From an optimization exercise on the open Yosys and OpenROAD flow, aimed at small area, a short achievable clock period and few clock cycles per item; shortcuts taken in it are not production practice. In this exercise RTL edits were held to simulation tests only and were not proved equivalent to the original.

`config.mk`:
```
export PLATFORM = sky130hd
export DESIGN_NAME = ldpc_decoder
export DESIGN_NICKNAME = ldpc_decoder
export VERILOG_FILES = /design/flow/design.v
export SDC_FILE = /design/flow/constraint.sdc
export NUM_CORES = 4
export LEC_CHECK = 0
export CAP_MARGIN = 20
export CORE_MARGIN = 2
export CORE_UTILIZATION = 40
export SLEW_MARGIN = 20
```
`run.sh`:
```
#!/bin/bash
# synth_recipe.tcl (not shown) runs the flow's synth.tcl, then flattens the netlist and writes it again
# the make line also repeats each setting of config.mk as NAME=value (left out here)
make -C /OpenROAD-flow-scripts/flow DESIGN_CONFIG=/design/flow/config.mk WORK_HOME=/design/flow/orfs CLKGATE_MAP_FILE= SYNTH_SCRIPT=/design/flow/synth_recipe.tcl finish
```
`constraint.sdc`:
```
create_clock -name core_clock -period 14.0 [get_ports {clk}]
set_input_delay 2.8000 -clock core_clock [delete_from_list [all_inputs] [get_ports {clk}]]
set_output_delay 2.8000 -clock core_clock [all_outputs]
set_load 0.01 [all_outputs]
```
`design.v`:
```
package ldpc_pkg;
    localparam int Z     = 4;
    localparam int BR    = 2;
    localparam int BC    = 4;
    localparam int N_VAR = BC * Z;
    localparam int N_CHK = BR * Z;
    localparam int N_EDGE = N_CHK * BC;    
    localparam int LLR_W   = 5;
    localparam int MSG_MAX = 15;
    localparam int SUM_W   = 8;
    localparam int CIDX_W  = $clog2(BC);
    localparam logic [2*BR*BC-1:0] SHIFT = 16'b01_11_00_10_11_10_01_00;
    function automatic int shift_of(int row, int col);
        shift_of = 0;
        shift_of[1:0] = SHIFT[(row * BC + col) * 2 +: 2];
    endfunction
    localparam int MAX_ITER = 8;
    localparam int ITER_W   = 4;
    localparam int IN_CREDITS  = 2;
    localparam int OUT_CREDITS = 2;
    localparam int Q_PTR_W     = $clog2(IN_CREDITS);
    localparam int Q_CNT_W     = $clog2(IN_CREDITS + 1);
    localparam int OCR_W       = $clog2(OUT_CREDITS + 1);
    function automatic int var_of(int chk, int col);
        var_of = col * Z + ((chk % Z) + shift_of(chk / Z, col)) % Z;
    endfunction
    function automatic int edge_of(int vidx, int row);
        int col;
        int t;
        col = vidx / Z;
        t = vidx % Z;
        edge_of = (row * Z + (t - shift_of(row, col) + Z) % Z) * BC + col;
    endfunction
endpackage
`timescale 1ns/1ps
module cnu (
    input  logic [ldpc_pkg::BC*ldpc_pkg::LLR_W-1:0] v2c_in,
    output logic [ldpc_pkg::BC*ldpc_pkg::LLR_W-1:0] c2v_out
);
    logic signed [ldpc_pkg::LLR_W-1:0] msg [ldpc_pkg::BC];
    logic [ldpc_pkg::LLR_W-1:0] mag [ldpc_pkg::BC];
    logic [ldpc_pkg::BC-1:0] sgn;
    logic [ldpc_pkg::LLR_W-1:0] min1;
    logic [ldpc_pkg::LLR_W-1:0] min2;
    logic [ldpc_pkg::CIDX_W-1:0] min_idx;
    logic parity;
    always_comb begin
        for (int k = 0; k < ldpc_pkg::BC; k++) begin
            msg[k] = v2c_in[k*ldpc_pkg::LLR_W +: ldpc_pkg::LLR_W];
            sgn[k] = msg[k][ldpc_pkg::LLR_W-1];
            mag[k] = sgn[k] ? -msg[k] : msg[k];    
        end
    end
    always_comb begin
        min1 = '1;
        min2 = '1;
        min_idx = '0;
        for (int k = 0; k < ldpc_pkg::BC; k++) begin
            if (mag[k] < min1) begin
                min2 = min1;
                min1 = mag[k];
                min_idx = ldpc_pkg::CIDX_W'(k);
            end else if (mag[k] < min2) begin
                min2 = mag[k];
            end
        end
    end
    assign parity = ^sgn;
    always_comb begin
        logic [ldpc_pkg::LLR_W-1:0] sel;
        for (int k = 0; k < ldpc_pkg::BC; k++) begin
            sel = (ldpc_pkg::CIDX_W'(k) == min_idx) ? min2 : min1;    
            if (sel > ldpc_pkg::MSG_MAX)
                sel = ldpc_pkg::LLR_W'(ldpc_pkg::MSG_MAX);
            c2v_out[k*ldpc_pkg::LLR_W +: ldpc_pkg::LLR_W] = (parity ^ sgn[k]) ? -sel : sel;
        end
    end
endmodule
`timescale 1ns/1ps
module cnu_bank (
    input  logic clk,
    input  logic rst,
    input  logic start,
    input  logic step,
    input  logic [ldpc_pkg::N_EDGE*ldpc_pkg::LLR_W-1:0] v2c,
    output logic [ldpc_pkg::N_EDGE*ldpc_pkg::LLR_W-1:0] c2v
);
    logic [ldpc_pkg::N_EDGE*ldpc_pkg::LLR_W-1:0] c2v_next;
    logic [ldpc_pkg::N_EDGE*ldpc_pkg::LLR_W-1:0] c2v_q;    
    for (genvar c = 0; c < ldpc_pkg::N_CHK; c++) begin : g_chk
        cnu u_cnu (
            .v2c_in  (v2c[c*ldpc_pkg::BC*ldpc_pkg::LLR_W +: ldpc_pkg::BC*ldpc_pkg::LLR_W]),
            .c2v_out (c2v_next[c*ldpc_pkg::BC*ldpc_pkg::LLR_W +: ldpc_pkg::BC*ldpc_pkg::LLR_W])
        );
    end
    always_ff @(posedge clk or posedge rst) begin
        if (rst) begin
            c2v_q <= '0;
        end else if (start) begin
            c2v_q <= '0;    
        end else if (step) begin
            c2v_q <= c2v_next;
        end
    end
    for (genvar v = 0; v < ldpc_pkg::N_VAR; v++) begin : g_var
        for (genvar i = 0; i < ldpc_pkg::BR; i++) begin : g_row
            assign c2v[(v*ldpc_pkg::BR+i)*ldpc_pkg::LLR_W +: ldpc_pkg::LLR_W] =
                c2v_q[ldpc_pkg::edge_of(v, i)*ldpc_pkg::LLR_W +: ldpc_pkg::LLR_W];
        end
    end
endmodule
`timescale 1ns/1ps
module vnu (
    input  logic signed [ldpc_pkg::LLR_W-1:0] llr,
    input  logic [ldpc_pkg::BR*ldpc_pkg::LLR_W-1:0] c2v_in,
    output logic [ldpc_pkg::BR*ldpc_pkg::LLR_W-1:0] v2c_out,
    output logic dec
);
    logic signed [ldpc_pkg::LLR_W-1:0] cin [ldpc_pkg::BR];
    logic signed [ldpc_pkg::SUM_W-1:0] total;
    logic signed [ldpc_pkg::SUM_W-1:0] ext [ldpc_pkg::BR];
    always_comb begin
        total = ldpc_pkg::SUM_W'(llr);
        for (int k = 0; k < ldpc_pkg::BR; k++) begin
            cin[k] = c2v_in[k*ldpc_pkg::LLR_W +: ldpc_pkg::LLR_W];
            total = total + ldpc_pkg::SUM_W'(cin[k]);
        end
    end
    assign dec = total[ldpc_pkg::SUM_W-1];    
    always_comb begin
        for (int k = 0; k < ldpc_pkg::BR; k++) begin
            ext[k] = total - ldpc_pkg::SUM_W'(cin[k]);
            if (ext[k] > ldpc_pkg::MSG_MAX)
                ext[k] = ldpc_pkg::SUM_W'(ldpc_pkg::MSG_MAX);
            else if (ext[k] < -ldpc_pkg::MSG_MAX)
                ext[k] = ldpc_pkg::SUM_W'(-ldpc_pkg::MSG_MAX);
            v2c_out[k*ldpc_pkg::LLR_W +: ldpc_pkg::LLR_W] = ldpc_pkg::LLR_W'(ext[k]);
        end
    end
endmodule
`timescale 1ns/1ps
module vnu_bank (
    input  logic [ldpc_pkg::N_VAR*ldpc_pkg::LLR_W-1:0] chan_llr,
    input  logic [ldpc_pkg::N_EDGE*ldpc_pkg::LLR_W-1:0] c2v,
    output logic [ldpc_pkg::N_EDGE*ldpc_pkg::LLR_W-1:0] v2c,
    output logic [ldpc_pkg::N_VAR-1:0] dec
);
    for (genvar v = 0; v < ldpc_pkg::N_VAR; v++) begin : g_var
        logic [ldpc_pkg::BR*ldpc_pkg::LLR_W-1:0] v_out;
        vnu u_vnu (
            .llr     (chan_llr[v*ldpc_pkg::LLR_W +: ldpc_pkg::LLR_W]),
            .c2v_in  (c2v[v*ldpc_pkg::BR*ldpc_pkg::LLR_W +: ldpc_pkg::BR*ldpc_pkg::LLR_W]),
            .v2c_out (v_out),
            .dec     (dec[v])
        );
        for (genvar i = 0; i < ldpc_pkg::BR; i++) begin : g_row
            assign v2c[ldpc_pkg::edge_of(v, i)*ldpc_pkg::LLR_W +: ldpc_pkg::LLR_W] =
                v_out[i*ldpc_pkg::LLR_W +: ldpc_pkg::LLR_W];
        end
    end
endmodule
`timescale 1ns/1ps
module syndrome_check (
    input  logic [ldpc_pkg::N_VAR-1:0] dec,
    output logic syn_zero
);
    logic [ldpc_pkg::N_CHK-1:0] parity;
    for (genvar c = 0; c < ldpc_pkg::N_CHK; c++) begin : g_chk
        logic [ldpc_pkg::BC-1:0] bits;
        for (genvar j = 0; j < ldpc_pkg::BC; j++) begin : g_col
            assign bits[j] = dec[ldpc_pkg::var_of(c, j)];
        end
        assign parity[c] = ^bits;
    end
    assign syn_zero = ~|parity;    
endmodule
`timescale 1ns/1ps
module ldpc_decoder (
    input  logic clk,
    input  logic rst,
    input  logic in_valid,
    input  logic [ldpc_pkg::N_VAR*ldpc_pkg::LLR_W-1:0] in_llr,
    output logic in_credit,
    output logic out_valid,
    output logic [ldpc_pkg::N_VAR-1:0] out_bits,
    output logic [ldpc_pkg::ITER_W-1:0] out_iters,
    output logic out_ok,
    input  logic out_credit
);
    logic [ldpc_pkg::N_VAR*ldpc_pkg::LLR_W-1:0] q_mem [ldpc_pkg::IN_CREDITS];
    logic [ldpc_pkg::Q_PTR_W-1:0] q_wr;
    logic [ldpc_pkg::Q_PTR_W-1:0] q_rd;
    logic [ldpc_pkg::Q_CNT_W-1:0] q_cnt;
    logic busy;
    logic hold;     
    logic [ldpc_pkg::ITER_W-1:0] iter;
    logic [ldpc_pkg::OCR_W-1:0] out_cnt;
    logic [ldpc_pkg::N_VAR*ldpc_pkg::LLR_W-1:0] chan_llr;
    logic [ldpc_pkg::N_EDGE*ldpc_pkg::LLR_W-1:0] v2c;
    logic [ldpc_pkg::N_EDGE*ldpc_pkg::LLR_W-1:0] c2v;
    logic [ldpc_pkg::N_VAR-1:0] dec;
    logic syn_zero;
    logic load;
    logic finish;
    logic step;
    logic issue;
    assign load   = !busy && !hold && !out_valid && (q_cnt != '0);
    assign finish = busy && (syn_zero || iter == ldpc_pkg::ITER_W'(ldpc_pkg::MAX_ITER));
    assign step   = busy && !finish;
    assign issue  = (finish || hold) && (out_cnt != '0);
    assign in_credit = load;
    always_ff @(posedge clk) begin
        if (in_valid)
            q_mem[q_wr] <= in_llr;
    end
    always_ff @(posedge clk or posedge rst) begin
        if (rst) begin
            q_wr  <= '0;
            q_rd  <= '0;
            q_cnt <= '0;
        end else begin
            if (in_valid)
                q_wr <= q_wr + 1'b1;
            if (load)
                q_rd <= q_rd + 1'b1;
            q_cnt <= q_cnt + ldpc_pkg::Q_CNT_W'(in_valid) - ldpc_pkg::Q_CNT_W'(load);
        end
    end
    always_ff @(posedge clk or posedge rst) begin
        if (rst) begin
            busy      <= 1'b0;
            hold      <= 1'b0;
            iter      <= '0;
            out_valid <= 1'b0;
            out_cnt   <= ldpc_pkg::OCR_W'(ldpc_pkg::OUT_CREDITS);
        end else begin
            out_valid <= issue;
            out_cnt   <= out_cnt - ldpc_pkg::OCR_W'(issue) + ldpc_pkg::OCR_W'(out_credit);
            if (load) begin
                busy <= 1'b1;
                iter <= '0;
            end else if (step) begin
                iter <= iter + 1'b1;
            end else if (finish) begin
                busy <= 1'b0;
                hold <= !issue;
            end else if (hold && issue) begin
                hold <= 1'b0;
            end
        end
    end
    always_ff @(posedge clk) begin
        if (load)
            chan_llr <= q_mem[q_rd];
        if (finish) begin
            out_bits  <= dec;
            out_iters <= iter;    
            out_ok    <= syn_zero;
        end
    end
    cnu_bank u_cnu_bank (
        .clk   (clk),
        .rst   (rst),
        .start (load),
        .step  (step),
        .v2c   (v2c),
        .c2v   (c2v)
    );
    vnu_bank u_vnu_bank (
        .chan_llr (chan_llr),
        .c2v      (c2v),
        .v2c      (v2c),
        .dec      (dec)
    );
    syndrome_check u_syndrome_check (
        .dec      (dec),
        .syn_zero (syn_zero)
    );
endmodule
```
==> out/qor.yml <==
io-pin-count: 107
synth_seq_cells: 434
status: "timing/DRC/antenna clean"
num_vias: 40400
ys_async_sr_fraction_pct: 39.9
post_cts_resize_count: 0
synth_edf_count: 261
via_per_inst: 5.81
startpoint: "chan_llr[22]$_DFFE_PP_"
synth.most_common_cell: "ha_1"
slowest_stage: "o21ai_0"
required_ns: 14.58
cap_violations: 0
first_iter_violations: 3117
grt_pass1_vias: 39000
rrSetupSlack_ns: 1.17
postRouteAntennaNets: 0
yosysTopAreaCell: "edfxtp_1"
drive_above_1_share_pct: 7.22
io_buffers: 106
endpoint: "u_cnu_bank.c2v_q[89]$_DFFE_PP0N_"
start_util_pct: 40.3
ys_seq_area_share_pct: 25.5
nets: 6121
die_w_um: 349
antenna_found_initial: 4
clk_path_buf_depth: 3
multiInputGateArea_mm2: 0.0333
path_buf_inv: 6
hold_viol: 0
netlist-cell-type-count: 122
grt_max_degree: 88
grt.met2_usage_pct: 35.5
drt-wirelength-per-cell_um: 19.4
r2r_start: "chan_llr[22]$_DFFE_PP_"
grt_setup_unrepaired: "false"
grt_pass1_wl_um: 214000
postSynthNetCount: 6059
core_mm2: 0.118
cts_tree: "yes"
syn_area_per_cell_um2: 8.97
tightest_slew_ns: 1.10
clock_sinks: 434
wl_um: 135000
start_kind: "flip-flop"
min_period_ns: 12.83
max_slew_margin_pct: 26.6
cts_root_buf: "clkbuf_16"
period_share_pct: 91.6
setup_violations: 0
num_rows: 126
postCtsSetupBuffers: 0
reg2reg_to: "u_cnu_bank.c2v_q[89]$_DFFE_PP0N_"
yosys-top-cells-area: "edfxtp_1, ha_1, dfrtp_1"
rr_worst_depth: 48
yosys-top-cells-count: "ha_1, inv_1, nor2_1"
gp_congestion: 0.929
synth-main-ff-cell: "edfxtp_1"
cp.arrival_ns: 13.41
syn_inst: 5309
syn_to_final_growth_pct: 9.86
cts_inserted_buffers: 56
place_hpwl_um: 104000
drc_errors: 0
max_stage_delay_ns: 0.71
seq_area_mm2: 0.0122
clock_latency_ns: 0.69
grt.total_usage_pct: 21.7
fin_skew_ns: 0.0321
slew_viol_final: 0
use_met1_pct: 30.2
crit_top_cell: "ha_1"
dieHeight_um: 349
grt.met3_usage_pct: 2.33
busiest_layer: "met2"
htree_levels: 2
hold_buffers: 0
grt_overflow_total: 0
dr.pass1.iters: 6
syn_area_mm2: 0.0476
dieArea_mm2: 0.122
cp-end-kind: "flip-flop"
n_fill_cell: 11400
synth_top_area_share_pct: 16.5
synth_warnings: 8
cpLargestDelayFamily: "compound AO/OA/AOI/OAI gates"
clock.fmax_ghz: 0.0779
path_depth: 48
finalSetupTns_ns: 0
worstSetupPathType: "flip-flop to flip-flop"
min_path_cells: 1
hp-class: "flip-flop to flip-flop"
clkTransAtPathRegs_ns: 0.06
crit_fanout: 14
diodes: 0
through the flow:
stage,area (µm²),instances,setup WS (ns),hold slack [ns],util (%)
after floorplan,47600,5309,3.27,0.425,-
after global placement,50300,6849,1.27,0.461,42.6
after detailed placement,50300,6849,1.25,0.463,42.6
after CTS,52300,6955,1.21,0.475,44.3
after global routing,52300,6955,0.0878,0.513,44.3
final,52300,6955,1.17,0.482,44.3
flip-flops by register name (all words and copies together) (netlist names):
register	flops
q_mem	160
out_bits	16
q_wr	1
out_valid	1
out_ok	1
out_cnt	2
iter	4
chan_llr	80
q_rd	1
u_cnu_bank.c2v_q	160
busy	1
out_iters	4
hold	1
q_cnt	2
logic make-up after synthesis:
kind of cell               Yosys count  share of synthesized area (%)
and+or+nand+nor                   1487                           16.0
muxes                              277                           6.23
xor gates and xnor gates           320                           5.88
adders and majority gates          666                           19.5
DFF                                434                           25.5
AOI/OAI and AO/OA                 1563                           22.3
buffers and inverters              562                           4.54
per-layer routing:
| metal | share of wire [%] | wire, µm |
|---|---|---|
| met5 | 0 | 0 |
| met1 | 47 | 63400 |
| met3 | 5.0 | 6700 |
| met4 | 2.6 | 3470 |
| met2 | 45 | 61300 |
placed cells by master, fill, tap and decap left out, types with 51 or more instances in the layout:
master	synthesis	routed
a21o_1	146	146
a21oi_1	306	306
a31oi_1	68	68
and2_1	74	73
clkbuf_16	0	56
clkdlybuf4s50_1	0	106
dfrtp_1	172	171
edfxtp_1	261	261
fa_1	128	128
ha_1	538	538
inv_1	428	425
mux2_2	141	141
mux2i_1	132	131
nand2_1	278	277
nand2b_1	65	65
nand3_1	165	165
nor2_1	386	386
nor2b_1	110	108
nor3_1	108	108
o211ai_1	51	51
o21a_1	88	88
o21ai_0	322	322
o22ai_1	66	66
o31ai_1	54	54
xnor2_1	210	210
xor2_1	110	110
final cells by class:
cell class,instances,share of cell area [%]
inverters,432,3.13
well taps,1536,3.67
repair buffers,134,2.43
flip-flops and latches,434,23.3
clock buffers,59,2.70
multi-input cells,4313,63.7
clock inverters,47,1.11
how the worst min path moves through the flow:
stage                         startpoint                endpoint  slack (ns)
floorplan            iter[2]$_DFFE_PP0N_  out_iters[2]$_DFFE_PP_        0.42
global placement      q_cnt[1]$_DFF_PP0_      q_cnt[1]$_DFF_PP0_        0.46
detailed placement   iter[2]$_DFFE_PP0N_  out_iters[2]$_DFFE_PP_        0.46
CTS                   q_cnt[1]$_DFF_PP0_      q_cnt[1]$_DFF_PP0_        0.48
global route        out_cnt[1]$_DFF_PP1_    out_cnt[1]$_DFF_PP1_        0.51
finish                q_cnt[1]$_DFF_PP0_      q_cnt[1]$_DFF_PP0_        0.48
Testbench counts, summed over its fixed seeds: cycles 5,298, items 1,200.

==> static timing again, ports no longer ideal <==
The results above use ideal ports. As a check the final layout listed here was re-extracted and re-timed, cells and wires unchanged.
Step 1: set_driving_cell puts a clkbuf_16 on clk and a buf_2 on each other input, an assumption about the parent block.
Step 2 moves the port delays by t, midway between the first and last clock arrival at a register: inputs arrive t later, outputs are due t later. That takes back most of the time a late clock gives input paths.
Slacks: ideal / step 1 / step 2; pairs: ideal / step 1.
t, ns: 0.751
slack for setup (ns): 1.171 / 1.171 / 1.171
hold WS [ns]: 0.482 / 0.482 / 0.482
worst setup path at the end: register to register
slew at the worst register clock pin (ns): 0.07 / 0.07
After both steps this run still meets setup and hold. For this run, drivers alone change the setup slack by 0.000 ns; drivers and shift together by 0.000 ns.
